Background: an optimization exercise with open tools, aiming at small area. Do not read the settings as production practice.
Where RTL was checked, it was by simulation tests only, not by an equivalence proof against the original.
Only the layout flow was run in runs 2 and 3; the RTL was not checked for function there.
Power and IR drop assume default switching activity.

### config.mk
export PLATFORM = sky130hd
export DESIGN_NAME = lidar_scan_top
export DESIGN_NICKNAME = lidar_scan_top
export VERILOG_FILES = /design/flow/design.v
export SDC_FILE = /design/flow/constraint.sdc
export NUM_CORES = 4
export LEC_CHECK = 0
export CAP_MARGIN = 20
export CORE_MARGIN = 2
export CORE_UTILIZATION = 70
export CTS_BUF_LIST = sky130_fd_sc_hd__clkbuf_8
export PLACE_DENSITY = 0.78
export SLEW_MARGIN = 20
### constraint.sdc
create_clock -name core_clock -period 10.0 [get_ports {clk}]
set_input_delay 2.0000 -clock core_clock [delete_from_list [all_inputs] [get_ports {clk}]]
set_output_delay 2.0000 -clock core_clock [all_outputs]
set_load 0.01 [all_outputs]
### design.v
`timescale 1ns/10ps
`default_nettype none
module lidar_scan_top (
    input  logic        clk,
    input  logic        TxD_reset,
    input  logic        serial_in,
    output logic        result_valid,
    output logic [15:0] min_angle,
    output logic [15:0] max_angle,
    output logic [15:0] obs_alert
);
    localparam logic [9:0] BT_T    = 10'h12D;
    localparam logic [9:0] BT_HALF = 10'h238;
    localparam logic [9:0] BT_FULL = 10'h239;
    localparam logic [3:0] U_IDLE  = 4'd0;
    localparam logic [3:0] U_START = 4'd1;
    localparam logic [3:0] U_STOP  = 4'd10;
    logic       rx_meta;
    logic       rx_sync;
    logic [3:0] ust;
    logic [9:0] bt;
    logic       tick;
    logic       u_data;
    logic [7:0] bb;
    logic       pend;
    assign tick   = (ust != U_IDLE) && (bt == BT_T);
    assign u_data = (ust != U_IDLE) && (ust != U_START) && (ust != U_STOP);
    always_ff @(posedge clk) begin
        if (TxD_reset) begin
            rx_meta <= 1'b1;
            rx_sync <= 1'b1;
        end else begin
            rx_meta <= serial_in;
            rx_sync <= rx_meta;
        end
    end
    always_ff @(posedge clk) begin
        if (((ust == U_IDLE) && !rx_sync) || tick) begin
            bt <= {BT_HALF[9:1], tick};
        end else begin
            bt <= {bt[8:0], bt[9] ^ bt[2]};
        end
    end
    always_ff @(posedge clk) begin
        if (TxD_reset) begin
            ust <= U_IDLE;
        end else if (ust == U_IDLE) begin
            if (!rx_sync) ust <= U_START;
        end else if (tick) begin
            if (ust == U_STOP || (ust == U_START && rx_sync)) ust <= U_IDLE;
            else ust <= ust + 4'd1;
        end
    end
    localparam logic [4:0] S_CT     = 5'b00_000;
    localparam logic [4:0] S_SL     = 5'b00_101;
    localparam logic [4:0] S_HUNT_A = 5'b01_000;
    localparam logic [4:0] S_HUNT_B = 5'b01_001;
    localparam logic [4:0] S_REPORT = 5'b01_010;
    localparam logic [4:0] S_INIT0  = 5'b11_000;
    localparam logic [2:0] F_LDD = 3'd0;    
    localparam logic [2:0] F_FL  = 3'd1;
    localparam logic [2:0] F_FH  = 3'd2;
    localparam logic [2:0] F_LL  = 3'd3;
    localparam logic [2:0] F_LH  = 3'd4;
    localparam logic [2:0] F_SL  = 3'd5;
    localparam logic [2:0] F_P1  = 3'd6;
    localparam logic [2:0] F_P2  = 3'd7;
    localparam logic [1:0] C_INIT = 2'd0;
    localparam logic [1:0] C_F1   = 2'd1;
    localparam logic [1:0] C_F2   = 2'd2;
    localparam logic [1:0] C_ADD  = 2'd3;
    logic [3:0] ph;
    logic [4:0] st;
    logic [3:0] cnt;
    logic ph0;
    logic ph15;
    logic lo_half;
    logic take;
    logic frame;
    logic calc;
    logic which;
    logic [1:0] cs;
    assign ph0     = (ph == 4'd0);
    assign ph15    = (ph == 4'd15);
    assign lo_half = !ph[3];
    assign take    = pend && ph15 && !st[4];
    assign frame   = (st[4:3] == 2'b10);
    assign calc    = (st[4:3] == 2'b11);
    assign which   = st[2];
    assign cs      = st[1:0];
    logic [15:0] fsa_r;
    logic [15:0] span_r;
    logic [15:0] min_r;
    logic [15:0] max_r;
    logic [15:0] alrt_r;
    logic [7:0]  d_r;
    logic [7:0]  idx_r;
    logic [7:0]  mnx_r;
    logic [7:0]  mxx_r;
    logic [7:0]  lo_r;
    logic ta, tb, tc, td, te, tf;
    logic s;
    logic op_ldd, op_fl, op_fh, op_ll, op_lh, op_sl, op_p1, op_p2;
    logic op_init, op_f1, op_f2, op_add;
    assign op_ldd  = frame && (st[2:0] == F_LDD);
    assign op_fl   = frame && (st[2:0] == F_FL);
    assign op_fh   = frame && (st[2:0] == F_FH);
    assign op_ll   = frame && (st[2:0] == F_LL);
    assign op_lh   = frame && (st[2:0] == F_LH);
    assign op_sl   = frame && (st[2:0] == F_SL);
    assign op_p1   = frame && (st[2:0] == F_P1);
    assign op_p2   = frame && (st[2:0] == F_P2);
    assign op_init = calc && (cs == C_INIT);
    assign op_f1   = calc && (cs == C_F1);
    assign op_f2   = calc && (cs == C_F2);
    assign op_add  = calc && (cs == C_ADD);
    always_ff @(posedge clk) begin
        if (frame || (tick && u_data)) begin
            bb <= {frame ? bb[0] : rx_sync, bb[7:1]};
        end
    end
    always_ff @(posedge clk) begin
        if (TxD_reset) begin
            ph <= 4'd0;
        end else begin
            ph <= ph + 4'd1;
        end
    end
    always_ff @(posedge clk) begin
        if (TxD_reset) begin
            pend <= 1'b0;
        end else if (tick && (ust == U_STOP) && rx_sync) begin
            pend <= 1'b1;
        end else if (take) begin
            pend <= 1'b0;
        end
    end
    always_ff @(posedge clk) begin
        if (TxD_reset) begin
            st <= S_HUNT_A;
        end else if (st == S_REPORT) begin
            st <= S_HUNT_A;
        end else if (take) begin
            if (st == S_HUNT_A) begin
                if (bb == 8'h55) st <= S_HUNT_B;
            end else if (st == S_HUNT_B) begin
                st <= (bb == 8'hAA) ? S_CT : S_HUNT_A;
            end else if (st == S_CT && bb[7:1] == 7'd0) begin
                st <= S_HUNT_A;
            end else begin
                st[4] <= 1'b1;
            end
        end else if (ph15 && st[4]) begin
            if (frame) begin
                if (st[2:0] == F_P2) begin
                    st <= te ? S_INIT0 : S_SL;
                end else begin
                    st[4]   <= (st[2:0] == F_P1);
                    st[2:0] <= st[2:0] + 3'd1;
                end
            end else if (cs == C_F2 && cnt != 4'd0) begin
                st[1:0] <= C_F1;
            end else if (st[2:0] == 3'b111) begin
                st <= S_REPORT;
            end else begin
                st[2:0] <= st[2:0] + 3'd1;
            end
        end
    end
    always_ff @(posedge clk) begin
        if (!calc) begin
            cnt <= 4'd0;
        end else if (ph15 && (cs == C_INIT || (cs == C_F2 && cnt != 4'd0))) begin
            cnt <= cnt - 4'd1;
        end
    end
    assign result_valid = (st == S_REPORT);
    assign min_angle    = min_r;
    assign max_angle    = max_r;
    assign obs_alert    = alrt_r;
    logic smp;
    assign smp = ph[3] ? bb[0] : lo_r[0];
    logic q0, i0;
    logic m_lo, m_sh;
    logic r_prev, si, xk, cx, d1k, d2k, b1i, b2i;
    logic dg0, dg1, selk, bwi, dk, cqi;
    logic ci;
    assign q0     = which ? max_r[0] : min_r[0];
    assign i0     = which ? mxx_r[0] : mnx_r[0];
    assign m_lo   = !ph[3];
    assign m_sh   = (ph != 4'd0) && (!ph[3] || ph == 4'd8);
    assign r_prev = (op_f1 ? lo_r[7] : td) && m_sh;
    assign si     = s && i0 && m_lo;
    assign cx     = ph0 ? 1'b0 : ta;
    assign xk     = r_prev ^ si ^ cx;
    assign d1k    = d_r[0] && m_lo;
    assign d2k    = d_r[7] && m_sh;
    assign b1i    = ph0 ? 1'b0 : tb;
    assign b2i    = ph0 ? 1'b0 : tc;
    assign dg1    = !tc;
    assign dg0    = tc && !tb;
    assign selk   = dg1 ? d2k : (dg0 && d1k);
    assign bwi    = ph0 ? 1'b0 : te;
    assign dk     = ph0 ? dg0 : ((ph == 4'd1) && dg1);
    assign cqi    = ph0 ? 1'b0 : tf;
    assign ci     = ph0 ? (op_ldd || op_sl) : ta;
    function automatic logic bor(input logic a, input logic b, input logic c);
        bor = (!a && b) || (!(a ^ b) && c);
    endfunction
    function automatic logic maj(input logic a, input logic b, input logic c);
        maj = (a && b) || (a && c) || (b && c);
    endfunction
    logic q_in;
    always_comb begin
        q_in = q0;
        if (op_init) q_in = 1'b0;
        else if (op_f1) q_in = ph0 ? 1'b0 : td;
        else if (op_f2) q_in = q0 ^ dk ^ cqi;
        else if (op_add) q_in = q0 ^ fsa_r[0] ^ ci;
    end
    logic fsa_in, span_in, min_in, max_in, alrt_in, d_in, idx_in, mnx_in, mxx_in, lo_in;
    logic upd_min;
    assign upd_min = tc && ta;
    always_comb begin
        fsa_in = fsa_r[0];
        if ((op_fl && lo_half) || (op_fh && !lo_half)) fsa_in = bb[0];
        span_in = span_r[0];
        if ((op_ll && lo_half) || (op_lh && !lo_half)) span_in = bb[0] ^ fsa_r[0] ^ ci;
        else if (op_f1) span_in = ph0 ? span_r[15] : te;
        min_in = min_r[0];
        if (op_ldd) min_in = 1'b1;
        else if (op_p2 && upd_min) min_in = smp;
        else if (calc && !which) min_in = q_in;
        max_in = max_r[0];
        if (op_ldd) max_in = 1'b0;
        else if (op_p2 && tb) max_in = smp;
        else if (calc && which) max_in = q_in;
        mnx_in = mnx_r[0];
        if (op_ldd) mnx_in = 1'b0;
        else if (op_p2 && upd_min) mnx_in = idx_r[0];
        mxx_in = mxx_r[0];
        if (op_ldd) mxx_in = 1'b0;
        else if (op_p2 && tb) mxx_in = idx_r[0];
        alrt_in = alrt_r[0];
        if (op_ldd) alrt_in = 1'b0;
        else if (op_p2 && tc && !tf) alrt_in = ph15 ? !td : alrt_r[1];
        idx_in = idx_r[0];
        if (op_ldd) idx_in = 1'b1;
        else if (op_sl && lo_half) idx_in = idx_r[0] ^ ci;
        d_in = d_r[0];
        if (op_ldd && lo_half) d_in = bb[0] ^ ci;
        lo_in = lo_r[0];
        if (op_sl) lo_in = bb[0];
        else if (op_init) lo_in = 1'b0;
        else if (op_f2 && m_lo) lo_in = xk ^ selk ^ bwi;
    end
    always_ff @(posedge clk) begin
        fsa_r  <= {fsa_in,  fsa_r[15:1]};
        span_r <= {span_in, span_r[15:1]};
        min_r  <= {min_in,  min_r[15:1]};
        max_r  <= {max_in,  max_r[15:1]};
        alrt_r <= {alrt_in, alrt_r[15:1]};
        d_r    <= {d_in,    d_r[7:1]};
        idx_r  <= {idx_in,  idx_r[7:1]};
        mnx_r  <= {mnx_in,  mnx_r[7:1]};
        mxx_r  <= {mxx_in,  mxx_r[7:1]};
        lo_r   <= {lo_in,   lo_r[7:1]};
    end
    always_ff @(posedge clk) begin
        if (op_ldd) begin
            ta <= ci && !bb[0];
        end else if (op_sl) begin
            ta <= ci && idx_r[0];
        end else if ((op_ll && lo_half) || (op_lh && !lo_half)) begin
            ta <= bor(bb[0], fsa_r[0], ci);
        end else if (op_add) begin
            ta <= maj(q0, fsa_r[0], ci);
        end else if (op_f1 || op_f2) begin
            ta <= maj(r_prev, si, cx);
        end else if (op_p1) begin
            ta <= (smp != min_r[0]) ? min_r[0] : (!ph0 && ta);
        end
        if (op_f1) begin
            tb <= bor(xk, d1k, b1i);
            tc <= bor(xk, d2k, b2i);
        end else if (op_p1) begin
            tb <= (smp != max_r[0]) ? smp : (!ph0 && tb);
            tc <= (!ph0 && tc) || smp;
        end
        if (op_f1) begin
            td <= q0;
        end else if (op_f2) begin
            td <= lo_r[0];
        end else if (op_p1) begin
            td <= (!ph0 && td) || (smp && ph >= 4'd10);
        end
        if (op_f1) begin
            te <= span_r[0];
        end
        if (op_f2) begin
            te <= bor(xk, selk, bwi);
            tf <= maj(q0, dk, cqi);
        end else if (op_p1) begin
            te <= (ph0 || te) && (ph[3] || (idx_r[0] == d_r[0]));
            tf <= (!ph0 && tf) || (idx_r[0] && ph[3:2] == 2'b01);
        end
        if ((op_init || op_f2) && ph15) s <= span_r[0];
    end
endmodule
`default_nettype wire
### flow/run.sh
#!/bin/bash
# Standard ORFS layout (the standard.sh), with the port buffers that
# buffer_ports inserts taken from the smallest buffer cell.
set -euo pipefail
export BUFFER_PORTS_ARGS="-buffer_cell sky130_fd_sc_hd__buf_1"
bash standard.sh > standard_flow.log 2>&1
### standard.sh
#!/bin/bash
# synth_recipe.tcl (not shown) runs the flow's synth.tcl, then flattens the netlist and writes it again
# the make line also repeats each setting of config.mk as NAME=value (left out here)
make -C /OpenROAD-flow-scripts/flow DESIGN_CONFIG=/design/flow/config.mk WORK_HOME=/design/flow/orfs CLKGATE_MAP_FILE= SYNTH_SCRIPT=/design/flow/synth_recipe.tcl "${@:-finish}"
==> results.json, run 1 <==
{
  "yosys_warnings": 1,
  "setup.worst_path.start_class": "register",
  "yosys.area.top_type": "dfxtp_1",
  "grt_pass1_wl_mm": 18.2,
  "synthTopCellsByArea": "dfxtp_1 55%, edfxtp_1 8.9%, ha_1 4.4%, nand2_1 2.4%, a21oi_1 2.3%",
  "totalWireLength_mm": 11.4,
  "worstHoldStart": "mnx_r[4]",
  "r2r-end": "tb",
  "synthArstFlopShare_pct": 0,
  "drv_cap": 0,
  "slew_violations": 0,
  "ant_nets": 0,
  "timing.fmax_mhz": 271,
  "clock-sinks": 165,
  "synthMuxAreaShare_pct": 1.32,
  "synthXorXnorAreaFrac_pct": 1.29,
  "r2r_slack_ns": 6.68,
  "synth_edf_count": 16,
  "synth_common_cells": "149 x dfxtp_1, 34 x nand2_1, 27 x nor2_1",
  "status": "no timing/DRC/antenna violations",
  "yosysSeqAreaShare_pct": 64.0,
  "routedWlPerCell_um": 18.0,
  "synth_nets": 492,
  "path_clk_slew_ns": 0.09,
  "gp_congestion": 0.891,
  "ctsHoldBuffers": 0,
  "crit_buf_inv": 1,
  "clockBufferDepth": 2,
  "critPathMaxFanout": 11,
  "cts-buffers-inserted": 17,
  "reg2regPathDepth": 10,
  "cp_cell_sequence": "nor3b_1 > and2_1 > buf_1",
  "cts_tree": "done",
  "dieHeight_um": 91.9,
  "synth_top_family_by_area": "simple AND/OR/NAND/NOR gates",
  "critical-path-top-delay-family": "simple AND/OR/NAND/NOR gates",
  "layout-drive-gt1-share_pct": 8.83,
  "antenna_found_initial": 0,
  "power.density_nw_per_um2": 208,
  "syn_area_um2": 5410,
  "num_vias": 3704,
  "crit-reg2reg-launch": "st[1]",
  "post_cts_resized": 0,
  "layout.nets": 547,
  "synth_top_area_share_pct": 55.1,
  "endpoint": "result_valid",
  "p_leak_nw": 2.40,
  "synth_compound_area_share_pct": 9.57,
  "synth_most_common_cell": "dfxtp_1",
  "diodes": 0,
  "fin_crit_ns": 3.69,
  "yosysUniqueCellTypes": 66,
  "tightestPinTransition_ns": 0.705,
  "worstPathRequired_ns": 8.00,
  "cp-end-kind": "output pin",
  "drt-vias-per-instance": 5.84,
  "grt_usage_pct": 28.6,
  "rows": 32,
  "critPathSlowestCell": "dfxtp_1",
  "cts_setup_buffers": 0,
  "finClkSkew_ns": 0.0121,
  "die_x_um": 91.9,
  "cp-startpoint": "st[3]",
  "clk_latency_ns": 0.44,
  "yosys.area_share.simple_pct": 14.8,
  "hold_path_class": "register to register",
  "floorplan.core_area_um2": 7610,
  "die_area_um2": 8450,
  "cp.depth": 3,
  "synth_ff_type": "dfxtp_1",
  "synthCells": 465,
  "io_buffers": 51,
  "critPathMaxStageDelay_ns": 0.51,
  "cts-htree-levels": 4,
  "hold_violations": 0,
  "peakVddDrop_uv": 163,
  "slew_headroom_pct": 51.7,
  "overflow": 0,
  "setup.worst_path.class": "register to output pin",
  "synthAdderAreaFrac_pct": 6.64,
  "start_util_pct": 71.1,
  "ioPinCount": 52,
  "areaGrowthSynthToFinish_pct": 13.0,
  "dp_hpwl_mm": 7.57,
  "drtPass1Iterations": 6,
  "critical_path_arrival_ns": 1.69,
  "place_area_um2": 5670,
  "min_period_over_period_pct": 36.9,
  "rsz0062_at_grt": "false",
  "grt_pass1_vias": 3617,
  "setup_viol": 0,
  "syn_avg_cell_area_um2": 11.6,
  "tns_ns": 0,
  "final_area_um2": 6110,
  "first_iter_violations": 354,
  "drc_errors": 0,
  "cts-root-buf": "clkbuf_8",
  "grt_max_degree": 17,
  "ys_ff_latch": 165
}
## cell families after synthesis
| logic type | Yosys count |
|---|---|
| flops | 165 |
| simple gates | 147 |
| compound gates | 80 |
| buf+inv | 32 |
| fa+ha+maj | 26 |
| xor+xnor | 8 |
| mux | 7 |
## layer usage
layer  global-route usage (%)  part of all wire (%)  vias to the layer above
li1                         -                     -                     1739
met1                     35.5                    40                     1733
met2                     46.4                    49                      202
met3                     9.78                   8.2                       30
met4                     11.1                   2.3                        0
met5                        0                     0                        -
## worst reg2reg max path, stage by stage (launching register included)
cell      delay [ns]
dfxtp_1         0.34
inv_1           0.10
ha_1            0.49
nand3_1         0.45
nand2_1         0.20
a21boi_0        0.14
fa_1            0.63
inv_1           0.09
ha_1            0.30
a311oi_1        0.27
a21oi_1         0.06
## layout by cell type (no fill, tap or decap), drive strengths merged, types with 14 or more instances in the layout
master | netlist | routed
clkbuf | 7 | 17
a21oi | 25 | 25
nor2 | 30 | 30
inv | 17 | 23
o21ai | 14 | 14
dfxtp | 149 | 149
ha | 19 | 19
buf | 8 | 51
nand2 | 34 | 34
edfxtp | 16 | 16
## metrics by stage
stage | hold WS [ns] | utilization, % | setup slack, ns | power, W | cells
2_1_floorplan | 0.310 | - | 6.93 | 0.000744 | 465
3_3_place_gp | 0.311 | 74.5 | 6.78 | 0.000752 | 603
3_5_place_dp | 0.312 | 74.5 | 6.76 | 0.000755 | 603
4_1_cts | 0.325 | 80.4 | 6.28 | 0.00128 | 634
5_1_grt | 0.334 | 80.4 | 6.11 | 0.00131 | 634
6_report | 0.325 | 80.4 | 6.31 | 0.00127 | 634
## sequential cells by signal, indices dropped and copies added (netlist names), 8 cells and up
register and cells:
fsa_r 16, bt 10, mxx_r 8, bb 8, min_r 16, max_r 16
mnx_r 8, alrt_r 16, idx_r 8, d_r 8, lo_r 8, span_r 16
## where the power goes
group          internal [W]  leakage (nW)  switching (W)  total [W]
Clock              0.000279         0.219       0.000250   0.000529
Combinational     0.0000225         0.829      0.0000228  0.0000453
Sequential         0.000686          1.35      0.0000124   0.000698
Total              0.000987          2.40       0.000286    0.00127
## area by class of cell
type,instances,area [um^2]
Sequential cell,165,3460
Multi-Input combinational cell,268,1820
Fill cell,432,1490
Clock buffer,17,234
Clock inverter,14,215
Timing Repair Buffer,51,191
Tap cell,102,128
Inverter,17,63.8
## worst min path at each step
stage                to  cells past startpoint
2_1_floorplan    d_r[0]                      0
6_report       mnx_r[3]                      0
3_5_place_dp   fsa_r[0]                      0
5_1_grt        fsa_r[5]                      0
4_1_cts        idx_r[3]                      0
3_3_place_gp    lo_r[5]                      0
==> inputs of run 2 (changes only) <==
--- a/design.v
+++ b/design.v
@@ -58,3 +58,3 @@
     localparam logic [4:0] S_REPORT = 5'b01_010;
-    localparam logic [4:0] S_INIT0  = 5'b11_000;
+    localparam logic [4:0] S_F1_0   = 5'b11_000;
     localparam logic [2:0] F_LDD = 3'd0;    
@@ -67,5 +67,4 @@
     localparam logic [2:0] F_P2  = 3'd7;
-    localparam logic [1:0] C_INIT = 2'd0;
-    localparam logic [1:0] C_F1   = 2'd1;
-    localparam logic [1:0] C_F2   = 2'd2;
+    localparam logic [1:0] C_F1   = 2'd0;
+    localparam logic [1:0] C_F2   = 2'd1;
     localparam logic [1:0] C_ADD  = 2'd3;
@@ -73,3 +72,2 @@
     logic [4:0] st;
-    logic [3:0] cnt;
     logic ph0;
@@ -103,3 +101,3 @@
     logic op_ldd, op_fl, op_fh, op_ll, op_lh, op_sl, op_p1, op_p2;
-    logic op_init, op_f1, op_f2, op_add;
+    logic op_f1, op_f2, op_add;
     assign op_ldd  = frame && (st[2:0] == F_LDD);
@@ -112,3 +110,2 @@
     assign op_p2   = frame && (st[2:0] == F_P2);
-    assign op_init = calc && (cs == C_INIT);
     assign op_f1   = calc && (cs == C_F1);
@@ -155,3 +152,3 @@
                 if (st[2:0] == F_P2) begin
-                    st <= te ? S_INIT0 : S_SL;
+                    st <= te ? S_F1_0 : S_SL;
                 end else begin
@@ -160,8 +157,10 @@
                 end
-            end else if (cs == C_F2 && cnt != 4'd0) begin
-                st[1:0] <= C_F1;
-            end else if (st[2:0] == 3'b111) begin
-                st <= S_REPORT;
+            end else if (cs == C_F1) begin
+                st[1:0] <= C_F2;
+            end else if (cs == C_F2) begin
+                st[1:0] <= last ? C_ADD : C_F1;
+            end else if (!which) begin
+                st[2:0] <= {1'b1, C_F1};
             end else begin
-                st[2:0] <= st[2:0] + 3'd1;
+                st <= S_REPORT;
             end
@@ -169,9 +168,2 @@
     end
-    always_ff @(posedge clk) begin
-        if (!calc) begin
-            cnt <= 4'd0;
-        end else if (ph15 && (cs == C_INIT || (cs == C_F2 && cnt != 4'd0))) begin
-            cnt <= cnt - 4'd1;
-        end
-    end
     assign result_valid = (st == S_REPORT);
@@ -206,2 +198,5 @@
     assign ci     = ph0 ? (op_ldd || op_sl) : ta;
+    logic dbin, last;
+    assign dbin   = (ph == 4'd8) || ta;
+    assign last   = dbin && !idx_r[0];
     function automatic logic bor(input logic a, input logic b, input logic c);
@@ -215,4 +210,3 @@
         q_in = q0;
-        if (op_init) q_in = 1'b0;
-        else if (op_f1) q_in = ph0 ? 1'b0 : td;
+        if (op_f1) q_in = ph0 ? 1'b0 : td;
         else if (op_f2) q_in = q0 ^ dk ^ cqi;
@@ -249,2 +243,4 @@
         else if (op_sl && lo_half) idx_in = idx_r[0] ^ ci;
+        else if ((op_p2 && te && !lo_half) || op_add) idx_in = !ph[2];
+        else if (op_f2 && !lo_half) idx_in = idx_r[0] ^ dbin;
         d_in = d_r[0];
@@ -253,3 +249,3 @@
         if (op_sl) lo_in = bb[0];
-        else if (op_init) lo_in = 1'b0;
+        else if (op_p2 || op_add) lo_in = 1'b0;
         else if (op_f2 && m_lo) lo_in = xk ^ selk ^ bwi;
@@ -277,2 +273,4 @@
             ta <= maj(q0, fsa_r[0], ci);
+        end else if (op_f2 && !lo_half) begin
+            ta <= last;
         end else if (op_f1 || op_f2) begin
@@ -306,3 +304,3 @@
         end
-        if ((op_init || op_f2) && ph15) s <= span_r[0];
+        if ((op_p2 || op_f2 || op_add) && ph15) s <= span_r[0];
     end
==> flow/run.sh (replaced) <==
#!/bin/bash
# Standard ORFS layout (the standard.sh) with two changes: the port
# buffers come from the smallest buffer cell, and clock tree synthesis adds
# no dummy loads.
set -euo pipefail
export BUFFER_PORTS_ARGS="-buffer_cell sky130_fd_sc_hd__buf_1"
export CTS_ARGS="-sink_clustering_enable -repair_clock_nets -buf_list sky130_fd_sc_hd__clkbuf_8 -dont_use_dummy_load"
bash standard.sh > standard_flow.log 2>&1
--- a/config.mk
+++ b/config.mk
@@ -9,5 +9,4 @@
 export CORE_MARGIN = 2
-export CORE_UTILIZATION = 70
-export CTS_BUF_LIST = sky130_fd_sc_hd__clkbuf_8
-export PLACE_DENSITY = 0.78
+export CORE_UTILIZATION = 80
+export PLACE_DENSITY = 0.86
 export SLEW_MARGIN = 20
==> run 2 against run 1 <==
Compared with the run above:
- still clean
- cell area is 4.1% lower
- worst setup slack worse by 0.42 ns
- via count is 9.6% higher
- first-iteration DRC count is 96% higher
- largest power group unchanged
==> results.json, run 2 <==
{
  "dr.max_layer_used": "met4",
  "synthXorXnorAreaFrac_pct": 0.809,
  "worstHoldStart": "mnx_r[2]",
  "routedWlPerCell_um": 22.1,
  "critPathMaxFanout": 22,
  "synth_nets": 509,
  "layout.nets": 561,
  "synthMuxAreaShare_pct": 1.92,
  "ys_ff_latch": 161,
  "power.density_nw_per_um2": 184,
  "drv_cap": 0,
  "totalWireLength_mm": 13.5,
  "synth_common_cells": "145 x dfxtp_1, 41 x nand2_1, 34 x nor2_1",
  "ctsHoldBuffers": 0,
  "worst_slack_ns": 5.88,
  "stdcell_count": 609,
  "die_area_um2": 7440,
  "yosys.area.top_type": "dfxtp_1",
  "synthAdderAreaFrac_pct": 6.61,
  "fin_crit_ns": 4.12,
  "yosys.area_share.simple_pct": 15.1,
  "p_leak_nw": 2.27,
  "hold_violations": 0,
  "tightestPinTransition_ns": 0.845,
  "cp_cell_sequence": "nor3b_1 > and2_1 > buf_1",
  "min_to": "mnx_r[1]",
  "grt_pass1_vias": 4206,
  "rows": 29,
  "first_iter_violations": 694,
  "ant_nets": 0,
  "cts_tree": "done",
  "reg2regPathDepth": 13,
  "clock-sinks": 161,
  "final_common_cell": "dfxtp_1",
  "ioPinCount": 52,
  "crit-reg2reg-launch": "st[1]",
  "grt_max_degree": 26,
  "slew_violations": 0,
  "cp-end-kind": "output pin",
  "cts-buffers-inserted": 17,
  "r2r_slack_ns": 6.11,
  "tns_ns": 0,
  "diodes": 0,
  "io_buffers": 51,
  "place_ws_ns": 6.34,
  "wl_met3_mm": 1.38,
  "die_x_um": 86.2,
  "dp_hpwl_mm": 8.63,
  "synthArstFlopShare_pct": 0,
  "grt_pass1_wl_mm": 21.5,
  "synth_ff_type": "dfxtp_1",
  "post_cts_resized": 0,
  "overflow": 0,
  "met1_length_mm": 4.74,
  "slew_headroom_pct": 43.6,
  "finish.utilization_pct": 90.8,
  "mostFrequentLayoutCells": "145 x dfxtp_1, 51 x buf_1, 41 x nand2_1",
  "layout-drive-gt1-share_pct": 6.02,
  "path_clk_slew_ns": 0.07,
  "setup.worst_path.start_class": "register",
  "finClkSkew_ns": 0.0354,
  "min_period_over_period_pct": 41.2,
  "synth_top_family_by_area": "simple AND/OR/NAND/NOR gates",
  "worstPathRequired_ns": 8.00,
  "synth_edf_count": 16,
  "grt_usage_pct": 38.8,
  "start_util_pct": 83.8,
  "hold_path_class": "register to register",
  "drtPass1Iterations": 6,
  "critical_path_arrival_ns": 2.12,
  "whs_path_depth": 0,
  "yosys_warnings": 1,
  "clockBufferDepth": 2,
  "synth_top_area_share_pct": 53.6,
  "crit_buf_inv": 1,
  "areaGrowthSynthToFinish_pct": 8.42,
  "critPathSlowestCell": "dfxtp_1",
  "synth_compound_area_share_pct": 10.4,
  "drt-vias-per-instance": 6.67,
  "clk_latency_ns": 0.45,
  "r2r-end": "max_r[15]",
  "syn_area_um2": 5410,
  "rsz0062_at_grt": "false",
  "status": "no timing/DRC/antenna violations",
  "setup_viol": 0,
  "cts-htree-levels": 4,
  "floorplan.core_area_um2": 6460,
  "fillCellCount": 247,
  "cts_setup_buffers": 0,
  "antenna_found_initial": 0,
  "synthCells": 482,
  "synth_most_common_cell": "dfxtp_1",
  "critPathMaxStageDelay_ns": 0.74,
  "placedCellCount": 592,
  "critical-path-top-delay-family": "simple AND/OR/NAND/NOR gates",
  "peakVddDrop_uv": 195,
  "yosysSeqAreaShare_pct": 62.5,
  "cts-root-buf": "clkbuf_8",
  "total_power_w": 0.00108,
  "gp_congestion": 1.09,
  "num_vias": 4059,
  "dieHeight_um": 86.2,
  "synthTopCellsByArea": "dfxtp_1 54%, edfxtp_1 8.9%, ha_1 4.4%, nand2_1 2.8%, nor2_1 2.4%",
  "drc_errors": 0,
  "setup.worst_path.class": "register to output pin",
  "syn_avg_cell_area_um2": 11.2,
  "route.met2.wl_mm": 6.56,
  "yosysUniqueCellTypes": 56,
  "timing.fmax_mhz": 243
}
-- run 2: layout make-up --
type / count / area (um^2) / share of cell area [%]
timing repair buffer: 52 / 199 / 3.39
multi-input combinational: 284 / 1890 / 32.2
clock buffer: 17 / 234 / 3.99
sequential: 161 / 3380 / 57.7
tap: 77 / 96.3 / 1.64
inverter: 18 / 67.6 / 1.15
-- run 2: worst max-delay path by stage --
stage | from | to | slack, ns | depth (start not counted)
after global placement | st[3] | result_valid | 6.48 | 3
after CTS | st[3] | result_valid | 5.94 | 3
after global routing | st[3] | result_valid | 5.74 | 3
after floorplan | st[0] | max_r[15] | 6.91 | 14
final | st[3] | result_valid | 5.88 | 3
after detailed placement | st[0] | max_r[15] | 6.34 | 12
-- run 2: per-stage QoR --
step,hold WS [ns],area [um^2]
finish,0.310,5870
CTS,0.310,5870
global placement,0.312,5630
floorplan,0.310,5410
detailed placement,0.312,5630
global route,0.309,5870
-- run 2: per-layer routing --
layer / vias up / track usage [%]
li1: 1758 / -
met3: 100 / 11.9
met2: 313 / 63.6
met4: 0 / 24.1
met1: 1888 / 44.4
met5: - / 0
-- run 2: power breakdown --
group / total [W] / internal (W) / switching [W] / leakage (nW)
logic: 0.0000504 / 0.0000240 / 0.0000264 / 0.822
registers: 0.000686 / 0.000671 / 0.0000147 / 1.32
clock network: 0.000344 / 0.000150 / 0.000195 / 0.122
total: 0.00108 / 0.000845 / 0.000236 / 2.27
-- run 2: kinds of logic after synthesis --
| group | after synthesis |
|---|---|
| buffers and inverters | 37 |
| muxes | 10 |
| DFF | 161 |
| and+or+nand+nor | 159 |
| AOI/OAI and AO/OA | 84 |
| xor gates and xnor gates | 5 |
| adders and majority gates | 26 |
-- run 2: worst register-to-register path: stages, from the launching register on --
cell      delay (ns)
dfxtp_1         0.34
inv_1           0.10
ha_1            0.48
inv_1           0.16
nor3_1          0.51
nor2_1          0.13
o21ai_0         0.37
inv_1           0.18
fa_1            0.49
nand3_1         0.10
o21ai_0         0.09
nor4bb_1        0.42
nand3_1         0.12
a221oi_1        0.29
==> inputs of run 3 (changes only) <==
--- a/config.mk
+++ b/config.mk
@@ -9,4 +9,4 @@
 export CORE_MARGIN = 2
-export CORE_UTILIZATION = 80
-export PLACE_DENSITY = 0.86
+export CORE_UTILIZATION = 70
+export PLACE_DENSITY = 0.78
 export SLEW_MARGIN = 20
==> run 3 against run 2 <==
Compared with the run above:
- sequential power about the same
- core utilization shrank 13 points
- register-to-register slack better by 0.08 ns
- global-route usage decreased by 10 points
- fmax is 0.82% lower
- die area grew 14%
- cell area rose by 0.49%
- sequential share of layout area down 0.28 points
- wire length shrank 14%
- clock power is 1% lower
- critical path type unchanged
- critical endpoint unchanged
==> results.json, run 3 <==
{
  "status": "no timing/DRC/antenna violations",
  "cts-htree-levels": 4,
  "floorplan.core_area_um2": 7610,
  "crit-reg2reg-launch": "st[0]",
  "fin_crit_ns": 4.15,
  "min_period_over_period_pct": 41.5,
  "cp-end-kind": "output pin",
  "reg2regPathDepth": 12,
  "synthArstFlopShare_pct": 0,
  "ys_ff_latch": 161,
  "worstPathRequired_ns": 8.00,
  "synth_edf_count": 16,
  "cts_tree": "done",
  "syn_area_um2": 5410,
  "areaGrowthSynthToFinish_pct": 8.95,
  "power.density_nw_per_um2": 182,
  "setup.worst_path.start_class": "register",
  "synth_common_cells": "145 x dfxtp_1, 41 x nand2_1, 34 x nor2_1",
  "hold_path_class": "register to register",
  "first_iter_violations": 411,
  "slew_headroom_pct": 43.9,
  "critical_path_arrival_ns": 2.15,
  "p_sw_w": 0.000227,
  "gp_congestion": 0.936,
  "die_area_um2": 8450,
  "synth_ff_type": "dfxtp_1",
  "cts_setup_buffers": 0,
  "yosys_warnings": 1,
  "r2r_slack_ns": 6.19,
  "swShare_pct": 21.2,
  "ctsHoldBuffers": 0,
  "drt-vias-per-instance": 5.93,
  "timing.fmax_mhz": 241,
  "clock-sinks": 161,
  "post_cts_resized": 0,
  "ioPinCount": 52,
  "drc_errors": 0,
  "worstHoldStart": "fsa_r[6]",
  "layout.nets": 560,
  "met3_usage_pct": 8.13,
  "cts-buffers-inserted": 17,
  "path_clk_slew_ns": 0.08,
  "rsz0062_at_grt": "false",
  "antenna_found_initial": 0,
  "grtUsageMet2_pct": 44.8,
  "slew_violations": 0,
  "ant_nets": 0,
  "routedWlPerCell_um": 18.3,
  "setup_viol": 0,
  "finClkSkew_ns": 0.0232,
  "p_int_w": 0.000845,
  "busiest_layer": "met2",
  "totalWireLength_mm": 11.6,
  "overflow": 0,
  "tightestPinTransition_ns": 0.841,
  "p_leak_nw": 2.26,
  "grt_pass1_wl_mm": 18.3,
  "start_util_pct": 71.1,
  "final_common_cell": "dfxtp_1",
  "drv_cap": 0,
  "r2r-end": "max_r[15]",
  "diodes": 0,
  "tns_ns": 0,
  "synth_nets": 509,
  "grt_pass1_vias": 3642,
  "peakVddDrop_uv": 155,
  "hold_violations": 0,
  "yosysSeqAreaShare_pct": 62.5,
  "grt_usage_pct": 28.7,
  "yosys.area.top_type": "dfxtp_1",
  "clockBufferDepth": 2,
  "fillCellCount": 501,
  "mostFrequentLayoutCells": "145 x dfxtp_1, 51 x buf_1, 41 x nand2_1",
  "grt_max_degree": 26,
  "seq_power_share_pct": 63.8,
  "die_x_um": 91.9,
  "cts-root-buf": "clkbuf_8",
  "io_buffers": 51,
  "synth_most_common_cell": "dfxtp_1",
  "clkPwrFrac_pct": 31.7,
  "critPathMaxFanout": 22,
  "yosysUniqueCellTypes": 56,
  "synth_top_area_share_pct": 53.6,
  "synthCells": 482,
  "layout-drive-gt1-share_pct": 6.03,
  "num_vias": 3755,
  "min_to": "fsa_r[5]",
  "combPwrFrac_pct": 4.5,
  "regArea_um2": 3380,
  "grtUsageMet1_pct": 38.0,
  "rows": 32,
  "syn_avg_cell_area_um2": 11.2,
  "clk_latency_ns": 0.44,
  "synthTopCellsByArea": "dfxtp_1 54%, edfxtp_1 8.9%, ha_1 4.4%, nand2_1 2.8%, nor2_1 2.4%",
  "dp_hpwl_mm": 7.89,
  "setup.worst_path.class": "register to output pin",
  "multi_input_area_um2": 1890,
  "whs_path_depth": 0,
  "finish.utilization_pct": 77.5,
  "dieHeight_um": 91.9,
  "drtPass1Iterations": 6
}
## run 3: cell families (layout without fill, tap and decap cells)
group,Yosys count,in the layout,synth area share [%]
mux,10,10,1.92
xor+xnor,5,5,0.809
simple gates,159,159,15.1
flops,161,161,62.5
fa+ha+maj,26,26,6.61
compound gates,84,84,10.4
buf+inv,37,86,2.61
## run 3: how the worst max path moves through the flow
stage | startpoint | end | slack [ns]
floorplan | st[0] | max_r[15] | 6.91
global placement | st[3] | result_valid | 6.38
detailed placement | st[0] | max_r[15] | 6.35
CTS | st[3] | result_valid | 5.89
global route | st[3] | result_valid | 5.69
finish | st[3] | result_valid | 5.85
## run 3: power by group through the flow
stage	clock network (W)	logic [W]	registers, W
3_3_place_gp	0	0.0000436	0.000697
4_1_cts	0.000346	0.0000483	0.000684
5_1_grt	0.000369	0.0000536	0.000686
2_1_floorplan	0	0.0000368	0.000693
6_report	0.000340	0.0000485	0.000684
3_5_place_dp	0	0.0000468	0.000698
## run 3: critical path, cell delays in order, from the launching register on
cell and delay, ns:
dfxtp_1 0.75, nor3b_1 0.61, and2_1 0.22, buf_1 0.15
## run 3: stage by stage
stage          hold slack [ns]  std cells  power (W)  cell area (um^2)  setup WS [ns]
6_report                 0.309        633    0.00107              5900           5.85
5_1_grt                  0.314        633    0.00111              5900           5.69
4_1_cts                  0.309        633    0.00108              5890           5.89
3_5_place_dp             0.313        616   0.000745              5660           6.35
3_3_place_gp             0.311        616   0.000741              5660           6.38
2_1_floorplan            0.310        482   0.000730              5410           6.91
## run 3: metal layers
layer,share of wire (%),up-vias,wire (um)
met3,7.5,30,870
met5,0,-,0
met4,2.7,0,313
li1,-,1753,-
met2,49,189,5620
met1,41,1783,4760
## run 3: final cells by class
cell class,instances,share of cell area [%]
Sequential cell,161,57.4
Multi-Input combinational cell,284,32.1
Clock buffer,17,3.97
Timing Repair Buffer,51,3.25
Tap cell,102,2.16
Inverter,18,1.15
==> inputs of run 4 (changes only) <==
--- a/design.v
+++ b/design.v
@@ -57,3 +57,2 @@
     localparam logic [4:0] S_HUNT_B = 5'b01_001;
-    localparam logic [4:0] S_REPORT = 5'b01_010;
     localparam logic [4:0] S_F1_0   = 5'b11_000;
@@ -70,2 +69,3 @@
     localparam logic [1:0] C_ADD  = 2'd3;
+    localparam logic [1:0] C_DONE = 2'd2;    
     logic [3:0] ph;
@@ -137,4 +137,2 @@
             st <= S_HUNT_A;
-        end else if (st == S_REPORT) begin
-            st <= S_HUNT_A;
         end else if (take) begin
@@ -161,6 +159,6 @@
                 st[1:0] <= last ? C_ADD : C_F1;
-            end else if (!which) begin
-                st[2:0] <= {1'b1, C_F1};
+            end else if (cs == C_DONE) begin
+                st <= S_HUNT_A;
             end else begin
-                st <= S_REPORT;
+                st[2:0] <= which ? {1'b1, C_DONE} : {1'b1, C_F1};
             end
@@ -168,3 +166,3 @@
     end
-    assign result_valid = (st == S_REPORT);
+    assign result_valid = (st == {2'b11, 1'b1, C_DONE}) && ph0;
     assign min_angle    = min_r;
==> run 4 against run 3 <==
Compared with the run above:
- combinational power fell by 9.7%
- non-clock buffer count is the same
- core utilization increased by 1.9 points
- cell count is 1.6% lower
- die area fell by 1.4%
- wire length shrank 6.1%
- power shrank 0.73%
- critical path type unchanged
- largest cell class unchanged
- largest power group unchanged
- highest routed layer unchanged
==> results.json, run 4 <==
{
  "status": "no timing/DRC/antenna violations",
  "cts_setup_buffers": 0,
  "slew_headroom_pct": 49.0,
  "dp_hpwl_mm": 7.45,
  "rows": 31,
  "cts-htree-levels": 4,
  "synth_edf_count": 16,
  "setup_viol": 0,
  "fillCellCount": 443,
  "r2r-end": "min_r[15]",
  "rsz0062_at_grt": "false",
  "grt_pass1_wl_mm": 17.4,
  "setup.worst_path.start_class": "register",
  "floorplan.core_area_um2": 7330,
  "yosys_warnings": 1,
  "drt-vias-per-instance": 5.82,
  "timing.fmax_mhz": 249,
  "clk_latency_ns": 0.44,
  "worstHoldStart": "mnx_r[3]",
  "finClkSkew_ns": 0.0401,
  "num_vias": 3628,
  "r2r_slack_ns": 6.52,
  "yosys.area.top_type": "dfxtp_1",
  "synth_top_area_share_pct": 54.4,
  "start_util_pct": 72.8,
  "tns_ns": 0,
  "cts-root-buf": "clkbuf_8",
  "p_leak_nw": 2.26,
  "cts-buffers-inserted": 17,
  "synthTopCellsByArea": "dfxtp_1 54%, edfxtp_1 9.0%, ha_1 4.5%, a21oi_1 2.5%, nand2_1 2.5%",
  "cts_tree": "done",
  "yosysUniqueCellTypes": 57,
  "syn_area_um2": 5340,
  "first_iter_violations": 346,
  "critical-path-top-delay-family": "simple AND/OR/NAND/NOR gates",
  "critPathMaxStageDelay_ns": 0.53,
  "reg2regPathDepth": 12,
  "setup.worst_path.class": "register to output pin",
  "layout-drive-gt1-share_pct": 5.73,
  "grt_pass1_vias": 3533,
  "synthCells": 472,
  "grt_max_degree": 26,
  "total_power_w": 0.00106,
  "drtPass1Iterations": 6,
  "layout.nets": 553,
  "drc_errors": 0,
  "crit-reg2reg-launch": "st[0]",
  "synth_ff_type": "dfxtp_1",
  "totalWireLength_mm": 10.9,
  "synthArstFlopShare_pct": 0,
  "antenna_found_initial": 0,
  "whs_path_depth": 0,
  "yosysSeqAreaShare_pct": 63.4,
  "gp_congestion": 0.977,
  "overflow": 0,
  "ioPinCount": 52,
  "ant_nets": 0,
  "syn_avg_cell_area_um2": 11.3,
  "ctsHoldBuffers": 0,
  "post_cts_resized": 0,
  "worstPathRequired_ns": 8.00,
  "fin_crit_ns": 4.01,
  "clockBufferDepth": 2,
  "min_period_over_period_pct": 40.1,
  "power.density_nw_per_um2": 183,
  "ys_ff_latch": 161,
  "routedWlPerCell_um": 17.4,
  "peakVddDrop_uv": 210,
  "drv_cap": 0,
  "clock-sinks": 161,
  "critical_path_arrival_ns": 2.01,
  "path_clk_slew_ns": 0.10,
  "synth_common_cells": "145 x dfxtp_1, 35 x nand2_1, 31 x nor2_1",
  "hold_violations": 0,
  "grt_usage_pct": 27.3,
  "areaGrowthSynthToFinish_pct": 9.05,
  "final_area_um2": 5820,
  "cp_cell_sequence": "inv_1 > ha_1 > or3b_1 > nor2_1 > buf_1",
  "tightestPinTransition_ns": 0.764,
  "dieHeight_um": 91.3,
  "cp-end-kind": "output pin",
  "mostFrequentLayoutCells": "145 x dfxtp_1, 51 x buf_1, 35 x nand2_1",
  "min_to": "mnx_r[2]",
  "die_x_um": 91.3,
  "final_common_cell": "dfxtp_1",
  "crit_buf_inv": 2,
  "diodes": 0,
  "critPathMaxFanout": 11,
  "synth_most_common_cell": "dfxtp_1",
  "die_area_um2": 8340,
  "hold_path_class": "register to register",
  "io_buffers": 51,
  "place_area_um2": 5580,
  "slew_violations": 0,
  "synth_nets": 499,
  "critPathSlowestCell": "or3b_1"
}
-- run 4: area by class of cell --
type	instances	area, um^2	share of cell area [%]
Clock buffer	17	234	4.02
Inverter	20	75.1	1.29
Multi-Input combinational cell	275	1810	31.1
Timing Repair Buffer	51	191	3.29
Sequential cell	161	3380	58.2
Tap cell	99	124	2.13
-- run 4: worst register-to-register path: cells and delay by family, from the launching register on --
kind                     cells  cell delay (ns)
AND/OR/NAND/NOR              3             0.68
flip-flops                   1             0.34
adder cells (fa/ha/maj)      2             0.93
AO/OA/AOI/OAI                5             1.17
buffers and inverters        2             0.25
-- run 4: cells by family after synthesis --
kind of cell | count (synthesis) | synth area share (%)
multiplexers | 11 | 2.16
buffers and inverters | 36 | 2.65
flip-flops | 161 | 63.4
adder cells (fa/ha/maj) | 25 | 6.52
AND/OR/NAND/NOR | 149 | 14.7
AO/OA/AOI/OAI | 86 | 9.92
XOR/XNOR | 4 | 0.657
-- run 4: worst max path at each step --
stage,from,to,slack (ns),cells past startpoint
after CTS,ph[1],result_valid,5.96,5
final,ph[1],result_valid,5.99,5
after global placement,ph[0],result_valid,6.49,5
after detailed placement,ph[1],result_valid,6.43,5
after floorplan,ph[0],result_valid,6.66,5
after global routing,ph[1],result_valid,5.83,5
-- run 4: report_power, final --
group | switching (W) | internal (W)
Sequential | 0.0000109 | 0.000670
Clock | 0.000190 | 0.000150
Combinational | 0.0000216 | 0.0000222
Total | 0.000222 | 0.000842
-- run 4: metal layers --
layer	up-vias	GRT usage [%]	routed length [um]
met5	-	0	0
met4	0	9.60	200
met3	23	7.22	862
met2	177	44.1	5210
met1	1701	35.9	4580
li1	1727	-	-
-- run 4: metrics by stage --
step | setup WS (ns) | util, % | std cells | hold WS (ns)
3_5_place_dp | 6.43 | 76.2 | 606 | 0.312
5_1_grt | 5.83 | 79.4 | 623 | 0.297
6_report | 5.99 | 79.4 | 623 | 0.294
4_1_cts | 5.96 | 79.4 | 623 | 0.302
2_1_floorplan | 6.66 | - | 472 | 0.310
3_3_place_gp | 6.49 | 76.2 | 606 | 0.310
==> inputs of run 5 (changes only) <==
--- a/flow/run.sh
+++ b/flow/run.sh
@@ -6,3 +6,3 @@
 export BUFFER_PORTS_ARGS="-buffer_cell sky130_fd_sc_hd__buf_1"
-export CTS_ARGS="-sink_clustering_enable -repair_clock_nets -buf_list sky130_fd_sc_hd__clkbuf_8 -dont_use_dummy_load"
+export CTS_ARGS="-sink_clustering_enable -repair_clock_nets -buf_list {sky130_fd_sc_hd__clkbuf_8 sky130_fd_sc_hd__clkbuf_16} -sink_clustering_size 23 -sink_clustering_max_diameter 100 -dont_use_dummy_load"
 bash standard.sh > standard_flow.log 2>&1
==> run 5 against run 4 <==
Compared with the run above:
- still clean on timing, DRC and antenna
- synthesized cell count unchanged
- cell area increased by 3.1%
- synthesized area unchanged
- global-route usage grew 2.1 points
- count of clock-buffer cells in the layout unchanged
- core utilization grew 2.5 points
- sequential power is essentially flat
- combinational power grew 3%
- sequential cell count is the same
- largest cell class unchanged
==> results.json, run 5 <==
{
  "drc_errors": 0,
  "yosysUniqueCellTypes": 57,
  "slew_violations": 0,
  "stdcell_count": 623,
  "fin_crit_ns": 4.15,
  "die_area_um2": 8340,
  "crit-reg2reg-launch": "ph[3]",
  "place_ws_ns": 6.43,
  "synthCells": 472,
  "placedCellCount": 606,
  "synthXorXnorAreaFrac_pct": 0.657,
  "cts-htree-levels": 4,
  "synth_edf_count": 16,
  "cp-end-kind": "output pin",
  "critPathMaxFanout": 11,
  "tns_ns": 0,
  "min_period_over_period_pct": 41.5,
  "areaGrowthSynthToFinish_pct": 12.4,
  "timing.fmax_mhz": 241,
  "finClkSkew_ns": 0.0248,
  "layout-drive-gt1-share_pct": 5.73,
  "slew_headroom_pct": 48.4,
  "cts_tree": "done",
  "yosysSeqAreaShare_pct": 63.4,
  "dieHeight_um": 91.3,
  "die_x_um": 91.3,
  "syn_area_um2": 5340,
  "syn_avg_cell_area_um2": 11.3,
  "ioPinCount": 52,
  "ant_nets": 0,
  "worstPathRequired_ns": 8.00,
  "first_iter_violations": 419,
  "synth_ff_type": "dfxtp_1",
  "cp-startpoint": "ph[1]",
  "ctsHoldBuffers": 0,
  "grt_pass1_wl_mm": 18.6,
  "worstHoldStart": "mnx_r[3]",
  "power.density_nw_per_um2": 204,
  "io_buffers": 51,
  "routedWlPerCell_um": 18.9,
  "drtPass1Iterations": 5,
  "finish.utilization_pct": 81.8,
  "synthMuxAreaShare_pct": 2.16,
  "total_power_w": 0.00122,
  "cts_setup_buffers": 0,
  "yosys_warnings": 1,
  "yosys.area_share.simple_pct": 14.7,
  "start_util_pct": 72.8,
  "status": "no timing/DRC/antenna violations",
  "peakVddDrop_uv": 156,
  "grt_max_degree": 26,
  "rows": 31,
  "tightestPinTransition_ns": 0.774,
  "rsz0062_at_grt": "false",
  "gp_congestion": 0.977,
  "multi_input_area_um2": 1810,
  "yosys.area.top_type": "dfxtp_1",
  "synthTopCellsByArea": "dfxtp_1 54%, edfxtp_1 9.0%, ha_1 4.5%, a21oi_1 2.5%, nand2_1 2.5%",
  "overflow": 0,
  "antenna_found_initial": 1,
  "synth_top_family_by_area": "simple AND/OR/NAND/NOR gates",
  "clock-sinks": 161,
  "path_clk_slew_ns": 0.08,
  "critical_path_arrival_ns": 2.15,
  "p_leak_nw": 2.34,
  "synth_nets": 499,
  "grt_usage_pct": 29.4,
  "drv_cap": 0,
  "synth_compound_area_share_pct": 9.92,
  "clk_latency_ns": 0.52,
  "setup.worst_path.class": "register to output pin",
  "synthArstFlopShare_pct": 0,
  "post_cts_resized": 0,
  "layout.nets": 553,
  "hold_path_class": "register to register",
  "regArea_um2": 3380,
  "synth_common_cells": "145 x dfxtp_1, 35 x nand2_1, 31 x nor2_1",
  "diodes": 0,
  "drt-vias-per-instance": 5.98,
  "fillCellCount": 409,
  "hold_violations": 0,
  "num_vias": 3727,
  "dp_hpwl_mm": 7.45,
  "cts-buffers-inserted": 17,
  "ys_ff_latch": 161,
  "final_common_cell": "dfxtp_1",
  "setup.worst_path.start_class": "register",
  "totalWireLength_mm": 11.7,
  "setup_viol": 0,
  "synthAdderAreaFrac_pct": 6.52,
  "r2r_slack_ns": 6.44,
  "synth_top_area_share_pct": 54.4,
  "grt_pass1_vias": 3642,
  "cts-root-buf": "clkbuf_8",
  "worst_slack_ns": 5.85,
  "synth_most_common_cell": "dfxtp_1",
  "floorplan.core_area_um2": 7330,
  "mostFrequentLayoutCells": "145 x dfxtp_1, 51 x buf_1, 35 x nand2_1",
  "clockBufferDepth": 2
}
-- run 5: cell types whose count changed in the layout (fill, tap and decap cells not counted) --
cell / delta
clkbuf_16: +16
clkbuf_8: -16
-- run 5: where the power goes --
part	total, W	internal (W)	switching [W]
Combinational	0.0000453	0.0000225	0.0000228
Sequential	0.000682	0.000671	0.0000110
Clock	0.000494	0.000282	0.000212
-- run 5: metrics by stage --
stage | hold slack [ns] | instance area [um^2]
CTS | 0.303 | 6000
detailed placement | 0.312 | 5580
global placement | 0.310 | 5580
global route | 0.314 | 6000
floorplan | 0.310 | 5340
finish | 0.302 | 6000
-- run 5: per-layer routing --
metal  part of all wire [%]  up-vias  GRT usage (%)
li1                       -     1728              -
met4                    1.8        2           11.7
met1                     40     1766           36.7
met2                     50      205           48.1
met5                  0.060        -              0
met3                    8.3       26           8.96
-- run 5: kinds of logic (layout without fill, tap and decap cells) --
family | count (synthesis) | after routing
flops | 161 | 161
compound gates | 86 | 86
xor+xnor | 4 | 4
simple gates | 149 | 149
mux | 11 | 11
fa+ha+maj | 25 | 25
buf+inv | 36 | 88
-- run 5: final cells by class --
type                       instances  area share, %
multi-input combinational        275           30.2
sequential                       161           56.4
tap                               99           2.07
timing repair buffer              51           3.19
clock buffer                      17           6.90
inverter                          20           1.25
-- run 5: critical path: stages (launching register included) --
cell,delay (ns)
dfxtp_1,0.35
inv_1,0.11
ha_1,0.22
or3b_1,0.55
nor2_1,0.22
buf_1,0.20
-- run 5: path summary, 6_finish.rpt --
kind	depth (start not counted)	to
worst min register to register	0	mnx_r[2]
worst max-delay path	5	result_valid
worst min-delay path	0	mnx_r[2]
worst max register to register	8	tc
==> inputs of run 6 (changes only) <==
==> flow/run.sh (replaced) <==
#!/bin/bash
# Standard ORFS layout (the standard.sh) with two changes: the port
# buffers come from the smallest buffer cell, and clock tree synthesis adds
# no dummy loads.
set -euo pipefail
export BUFFER_PORTS_ARGS="-buffer_cell sky130_fd_sc_hd__buf_1"
export CTS_ARGS="-sink_clustering_enable -repair_clock_nets -buf_list sky130_fd_sc_hd__clkbuf_8 -sink_clustering_size 23 -sink_clustering_max_diameter 100 -dont_use_dummy_load"
bash standard.sh > standard_flow.log 2>&1
==> run 6 against run 5 <==
Compared with the run above:
- die area unchanged
- sequential cell count unchanged
- synthesized area unchanged
- wire length down 7.6%
- cell area down 3.0%
- fmax up 3.4%
- critical path depth unchanged
- power down 13%
- clock skew up 0.015 ns
- count of clock-buffer cells in the layout unchanged
- via count down 2.7%
- largest cell class unchanged
==> results.json, run 6 <==
{
  "synthCells": 472,
  "p_leak_nw": 2.26,
  "dp_hpwl_mm": 7.45,
  "yosys_warnings": 1,
  "die_x_um": 91.3,
  "drv_cap": 0,
  "final_common_cell": "dfxtp_1",
  "cts-buffers-inserted": 17,
  "drtPass1Iterations": 6,
  "start_util_pct": 72.8,
  "critical_path_arrival_ns": 2.01,
  "cts-htree-levels": 4,
  "io_buffers": 51,
  "routedWlPerCell_um": 17.4,
  "synth_top_area_share_pct": 54.4,
  "gp_congestion": 0.977,
  "synth_most_common_cell": "dfxtp_1",
  "ioPinCount": 52,
  "layout.nets": 553,
  "peakVddDrop_uv": 210,
  "clk_latency_ns": 0.44,
  "ctsHoldBuffers": 0,
  "overflow": 0,
  "layout-drive-gt1-share_pct": 5.73,
  "hold_violations": 0,
  "rows": 31,
  "synthArstFlopShare_pct": 0,
  "tightestPinTransition_ns": 0.764,
  "worst_slack_ns": 5.99,
  "r2r_slack_ns": 6.52,
  "power.density_nw_per_um2": 183,
  "hold_ws_ns": 0.294,
  "yosysUniqueCellTypes": 57,
  "reg2regPathDepth": 12,
  "slew_violations": 0,
  "floorplan.core_area_um2": 7330,
  "num_vias": 3628,
  "clock-sinks": 161,
  "cp-startpoint": "ph[1]",
  "tns_ns": 0,
  "synth_common_cells": "145 x dfxtp_1, 35 x nand2_1, 31 x nor2_1",
  "first_iter_violations": 346,
  "synth_edf_count": 16,
  "cts_setup_buffers": 0,
  "ys_ff_latch": 161,
  "post_cts_resized": 0,
  "critPathMaxFanout": 11,
  "totalWireLength_mm": 10.9,
  "worstHoldStart": "mnx_r[3]",
  "grt_max_degree": 26,
  "timing.fmax_mhz": 249,
  "grt_pass1_vias": 3533,
  "dieHeight_um": 91.3,
  "setup.worst_path.class": "register to output pin",
  "fin_crit_ns": 4.01,
  "worstPathRequired_ns": 8.00,
  "cp-end-kind": "output pin",
  "rsz0062_at_grt": "false",
  "endpoint": "result_valid",
  "syn_avg_cell_area_um2": 11.3,
  "setup_viol": 0,
  "slew_headroom_pct": 49.0,
  "yosys.area.top_type": "dfxtp_1",
  "mostFrequentLayoutCells": "145 x dfxtp_1, 51 x buf_1, 35 x nand2_1",
  "syn_area_um2": 5340,
  "finClkSkew_ns": 0.0401,
  "antenna_found_initial": 0,
  "crit-reg2reg-launch": "st[0]",
  "drt-vias-per-instance": 5.82,
  "cts_tree": "done",
  "diodes": 0,
  "setup.worst_path.start_class": "register",
  "grt_usage_pct": 27.3,
  "cts-root-buf": "clkbuf_8",
  "hold_path_class": "register to register",
  "ant_nets": 0,
  "synth_nets": 499,
  "areaGrowthSynthToFinish_pct": 9.05,
  "grt_pass1_wl_mm": 17.4,
  "place_ws_ns": 6.43,
  "synth_ff_type": "dfxtp_1",
  "clockBufferDepth": 2,
  "drc_errors": 0,
  "die_area_um2": 8340,
  "yosysSeqAreaShare_pct": 63.4,
  "min_period_over_period_pct": 40.1,
  "r2r-end": "min_r[15]",
  "status": "no timing/DRC/antenna violations",
  "synthTopCellsByArea": "dfxtp_1 54%, edfxtp_1 9.0%, ha_1 4.5%, a21oi_1 2.5%, nand2_1 2.5%",
  "path_clk_slew_ns": 0.10
}
## run 6: cells by family (layout without fill, tap and decap cells)
group | after synthesis | after routing | synth area share (%)
flops | 161 | 161 | 63.4
simple gates | 149 | 149 | 14.7
fa+ha+maj | 25 | 25 | 6.52
buf+inv | 36 | 88 | 2.65
mux | 11 | 11 | 2.16
xor+xnor | 4 | 4 | 0.657
compound gates | 86 | 86 | 9.92
## run 6: worst min-delay path by stage
| stage | end | slack (ns) | cells after the start |
|---|---|---|---|
| final | mnx_r[2] | 0.29 | 0 |
| after detailed placement | span_r[13] | 0.31 | 0 |
| after global routing | mnx_r[2] | 0.30 | 0 |
| after CTS | mnx_r[2] | 0.30 | 0 |
| after global placement | idx_r[2] | 0.31 | 0 |
| after floorplan | d_r[0] | 0.31 | 0 |
## run 6: report_power, final
group | internal (W) | leakage (nW) | total (W) | switching (W)
sequential | 0.000670 | 1.32 | 0.000681 | 0.0000109
clock | 0.000150 | 0.122 | 0.000340 | 0.000190
combinational | 0.0000222 | 0.817 | 0.0000438 | 0.0000216
## run 6: layout make-up
type / count / area (um^2)
multi-input combinational: 275 / 1810
timing repair buffer: 51 / 191
tap: 99 / 124
inverter: 20 / 75.1
clock buffer: 17 / 234
fill: 443 / 1510
sequential: 161 / 3380
## run 6: per-layer routing
metal | global-route usage, % | vias to the layer above | wire (um) | share of wire [%]
li1 | - | 1727 | - | -
met1 | 35.9 | 1701 | 4580 | 42
met2 | 44.1 | 177 | 5210 | 48
met3 | 7.22 | 23 | 862 | 7.9
met4 | 9.60 | 0 | 200 | 1.8
met5 | 0 | - | 0 | 0
## run 6: worst max-delay path: stages (launching register included)
cell,delay [ns]
dfxtp_1,0.35
inv_1,0.09
ha_1,0.21
or3b_1,0.53
nor2_1,0.20
buf_1,0.20
## run 6: through the flow
step | cell area (um^2) | total power, W | utilization (%) | cells
2_1_floorplan | 5340 | 0.000727 | - | 472
3_3_place_gp | 5580 | 0.000736 | 76.2 | 606
3_5_place_dp | 5580 | 0.000738 | 76.2 | 606
4_1_cts | 5820 | 0.00107 | 79.4 | 623
5_1_grt | 5820 | 0.00110 | 79.4 | 623
6_report | 5820 | 0.00106 | 79.4 | 623
==> inputs of run 7 (changes only) <==
==> flow/run.sh (replaced) <==
#!/bin/bash
# Layout flow: the standard.sh (ORFS) in three parts.
#  1. the standard synthesis, unchanged, up to the Yosys netlist;
#  2. flow/remap.sh maps that netlist's combinational logic again with an
#     area-oriented ABC script; every flip-flop keeps its instance name, its
#     cell and its connections;
#  3. the rest of the standard flow on that netlist, with two changes: the
#     port buffers come from the smallest buffer cell (buf_1), and clock tree
#     synthesis adds no dummy loads.
# Each tool's output goes to a log file of its own in this folder.
set -euo pipefail
export BUFFER_PORTS_ARGS="-buffer_cell sky130_fd_sc_hd__buf_1"
export CTS_ARGS="-sink_clustering_enable -repair_clock_nets -buf_list sky130_fd_sc_hd__clkbuf_8 -dont_use_dummy_load"
R="$PWD/orfs/results/${FLOW_PLATFORM:-sky130hd}/lidar_scan_top/base"
bash standard.sh "$R/1_2_yosys.v" > standard_synth.log 2>&1
cp "$R/1_2_yosys.v" "$R/1_2_yosys_standard.v"
bash flow/remap.sh "$R/1_2_yosys_standard.v" "$R/1_2_yosys.v" > remap.log 2>&1
touch "$R/1_2_yosys.v"
bash standard.sh > standard_flow.log 2>&1
==> flow/abc_area.script (new file) <==
strash; &get -n; &st; &dc2; &dch -f; &nf -R 1000 -a; &put
==> flow/comb_models.py (new file) <==
# usage: comb_models.py ALLCELLS.v OUT.v
# Keeps the combinational cell models (no always block, no reg) of a
# Verilog dump of the liberty file, for techmap.
import re, sys
t = open(sys.argv[1]).read()
mods = re.findall(r'(module\s+(\w+)\s*\((.*?)\);(.*?)endmodule)', t, re.S)
keep = [m[0] for m in mods if 'always' not in m[3] and not re.search(r'\breg\b', m[3])]
open(sys.argv[2], 'w').write('\n\n'.join(keep) + '\n')
==> flow/remap.sh (new file) <==
#!/bin/bash
# usage: remap.sh IN.v OUT.v
# Maps the combinational cells of a mapped sky130hd netlist again with
# flow/abc_area.script.  Sequential cells are read as black boxes, so every
# flip-flop keeps its instance name, cell type and connections.
set -euo pipefail
IN=$1; OUT=$2
HERE=$(cd "$(dirname "$0")" && pwd)
PLAT=${FLOW_HOME:-/OpenROAD-flow-scripts/flow}/platforms/sky130hd
LIB=$PLAT/lib/sky130_fd_sc_hd__tt_025C_1v80.lib
W=$PWD/remap_work
mkdir -p "$W"
# functional models of the library's combinational cells
yosys -q -l "$W/models.log" -p "read_liberty -ignore_miss_func $LIB; write_verilog -noattr $W/allcells.v"
python3 "$HERE/comb_models.py" "$W/allcells.v" "$W/cells_comb.v"
# the platform's don't-use cells stay unused
DU=""
for c in $(sed -n '/^export DONT_USE_CELLS/,/^#/p' "$PLAT/config.mk" | grep -oE 'sky130_fd_sc_hd__[a-z0-9_]+'); do
  DU="$DU -dont_use $c"
done
TOP=${FLOW_TOP:-lidar_scan_top}
cat > "$W/remap.ys" <<EOS
read_liberty -lib $LIB
read_verilog $IN
hierarchy -top $TOP
techmap -map $W/cells_comb.v
techmap
opt -fast
opt_clean
abc -script $HERE/abc_area.script -liberty $LIB $DU
opt_clean -purge
hilomap -singleton -hicell sky130_fd_sc_hd__conb_1 HI -locell sky130_fd_sc_hd__conb_1 LO
insbuf -buf sky130_fd_sc_hd__buf_4 A X
opt_clean -purge
check -assert -mapped
tee -o $W/stat.txt stat -liberty $LIB
write_verilog -noattr -noexpr -nohex -nodec $OUT
EOS
yosys -l "$W/remap_yosys.log" -s "$W/remap.ys" > /dev/null
==> run 7 against run 6 <==
Compared with the run above:
- critical endpoint unchanged
- sequential power barely moved
- largest power group unchanged
- critical path type unchanged
- first-iteration DRC count rose by 5.5%
- worst hold slack improved by 0.015 ns
- largest cell class unchanged
- sequential cell count did not move
- count of clock-buffer cells in the layout did not move
- clock skew fell by 0.011 ns
- non-clock buffer count rose by 1
==> results.json, run 7 <==
{
  "clockBufferDepth": 2,
  "final_common_cell": "dfxtp_1",
  "cts-buffers-inserted": 17,
  "power.density_nw_per_um2": 192,
  "rows": 30,
  "fin_crit_ns": 4.32,
  "critical_path_arrival_ns": 2.32,
  "cts-root-buf": "clkbuf_8",
  "floorplan.core_area_um2": 6790,
  "status": "no timing/DRC/antenna violations",
  "cp-end-kind": "output pin",
  "slew_headroom_pct": 27.0,
  "gp_congestion": 0.963,
  "mostFrequentLayoutCells": "145 x dfxtp_1, 51 x buf_1, 48 x nor2_1",
  "ctsHoldBuffers": 0,
  "peakVddDrop_uv": 142,
  "finClkSkew_ns": 0.0288,
  "layout-drive-gt1-share_pct": 3.52,
  "drv_cap": 0,
  "clk_latency_ns": 0.44,
  "start_util_pct": 72.1,
  "post_cts_resized": 0,
  "yosys_warnings": 1,
  "drt-vias-per-instance": 6.04,
  "syn_area_um2": 4900,
  "tightestPinTransition_ns": 1.07,
  "cts-htree-levels": 4,
  "setup.worst_path.start_class": "register",
  "critPathMaxFanout": 19,
  "min_period_over_period_pct": 43.2,
  "cts_tree": "done",
  "grt_pass1_vias": 3520,
  "layout.nets": 516,
  "path_clk_slew_ns": 0.08,
  "die_x_um": 87.7,
  "slew_violations": 0,
  "hold_ws_ns": 0.310,
  "setup.worst_path.class": "register to output pin",
  "ant_nets": 0,
  "synthCells": 442,
  "diodes": 0,
  "drtPass1Iterations": 5,
  "grt_pass1_wl_mm": 17.0,
  "grt_usage_pct": 29.8,
  "ioPinCount": 52,
  "rsz0062_at_grt": "false",
  "areaGrowthSynthToFinish_pct": 11.3,
  "syn_avg_cell_area_um2": 11.1,
  "clock-sinks": 161,
  "io_buffers": 51,
  "wl_met3_um": 918,
  "timing.fmax_mhz": 232,
  "die_area_um2": 7690,
  "route.met2.wl_mm": 5.22,
  "dp_hpwl_mm": 7.50,
  "grt_max_degree": 21,
  "totalWireLength_mm": 10.9,
  "antenna_found_initial": 0,
  "p_leak_nw": 2.07,
  "overflow": 0,
  "drc_errors": 0,
  "synth_nets": 445,
  "hold_violations": 0,
  "tns_ns": 0,
  "routedWlPerCell_um": 17.9,
  "worstPathRequired_ns": 8.00,
  "num_vias": 3669,
  "hold_path_class": "register to register",
  "first_iter_violations": 365,
  "dieHeight_um": 87.7,
  "setup_viol": 0,
  "met1_length_mm": 4.26,
  "dr.max_layer_used": "met4",
  "cts_setup_buffers": 0
}
[run 7: power by group]
part / internal (W) / switching (W) / total, W
Sequential: 0.000668 / 0.0000122 / 0.000681
Clock: 0.000150 / 0.000186 / 0.000336
Combinational: 0.0000145 / 0.0000171 / 0.0000317
[run 7: routing by layer]
metal	global-route usage, %	up-vias
met2	47.9	228
met4	17.5	0
met3	8.29	52
met1	36.0	1686
met5	0	-
li1	-	1703
[run 7: worst paths after layout]
path | from | to | slack [ns] | cells after the start
hold reg to reg | mxx_r[3] | mxx_r[2] | 0.31 | 0
setup / recovery | ph[3] | result_valid | 5.68 | 4
setup reg to reg | ph[3] | tb | 6.74 | 9
hold / removal | mxx_r[3] | mxx_r[2] | 0.31 | 0
[run 7: cell type report]
type	instances	area (um^2)
clock buffer	17	234
fill	399	1340
inverter	5	18.8
multi-input combinational	276	1500
sequential	161	3380
tap	96	120
timing repair buffer	52	199
[run 7: per-stage QoR]
| stage | std cells | total power (W) | util, % | instance area [um^2] | worst slack, ns |
|---|---|---|---|---|---|
| after floorplan | 442 | 0.000714 | - | 4900 | 6.58 |
| after global placement | 590 | 0.000721 | 76.8 | 5220 | 6.23 |
| after detailed placement | 590 | 0.000725 | 76.8 | 5220 | 6.19 |
| after CTS | 607 | 0.00105 | 80.3 | 5450 | 5.71 |
| after global routing | 607 | 0.00108 | 80.3 | 5450 | 5.50 |
| final | 607 | 0.00105 | 80.3 | 5450 | 5.68 |
[run 7: worst max-delay path, cell delays in order (launching register included)]
cell and delay [ns]:
dfxtp_1 0.73, clkinv_1 0.41, nand2_1 0.46, nor3_1 0.13, buf_1 0.15

==> separate check: timing with driven ports <==
The results above use ideal ports. As a check the final layouts listed here were re-extracted and re-timed, cells and wires unchanged. Step 1 sets driving cells, clkbuf_16 on the clock port and buf_2 on the other inputs (assumed; they add their load-dependent delay and slew). Step 2 adds t to the input delays and takes it off the output delays; t is the mean of the earliest and latest rising clock arrival at the registers after step 1. Input paths then give back, and output paths get back, about the clock's delay inside the block. Three values: ideal, step 1, step 2; two values: the first two.
run | shift t [ns] | setup slack, ns | pins driven straight from the clock port
run 1 | 0.465 | 6.305 / 6.273 / 6.677 | 1
run 2 | 0.457 | 5.881 / 5.854 / 6.111 | 1
run 3 | 0.457 | 5.847 / 5.815 / 6.191 | 1
run 4 | 0.451 | 5.988 / 5.958 / 6.408 | 1
run 5 | 0.538 | 5.850 / 5.819 / 6.357 | 1
run 6 | 0.451 | 5.988 / 5.958 / 6.408 | 1
run 7 | 0.457 | 5.684 / 5.652 / 6.109 | 1
After both steps every run listed still meets setup and hold.
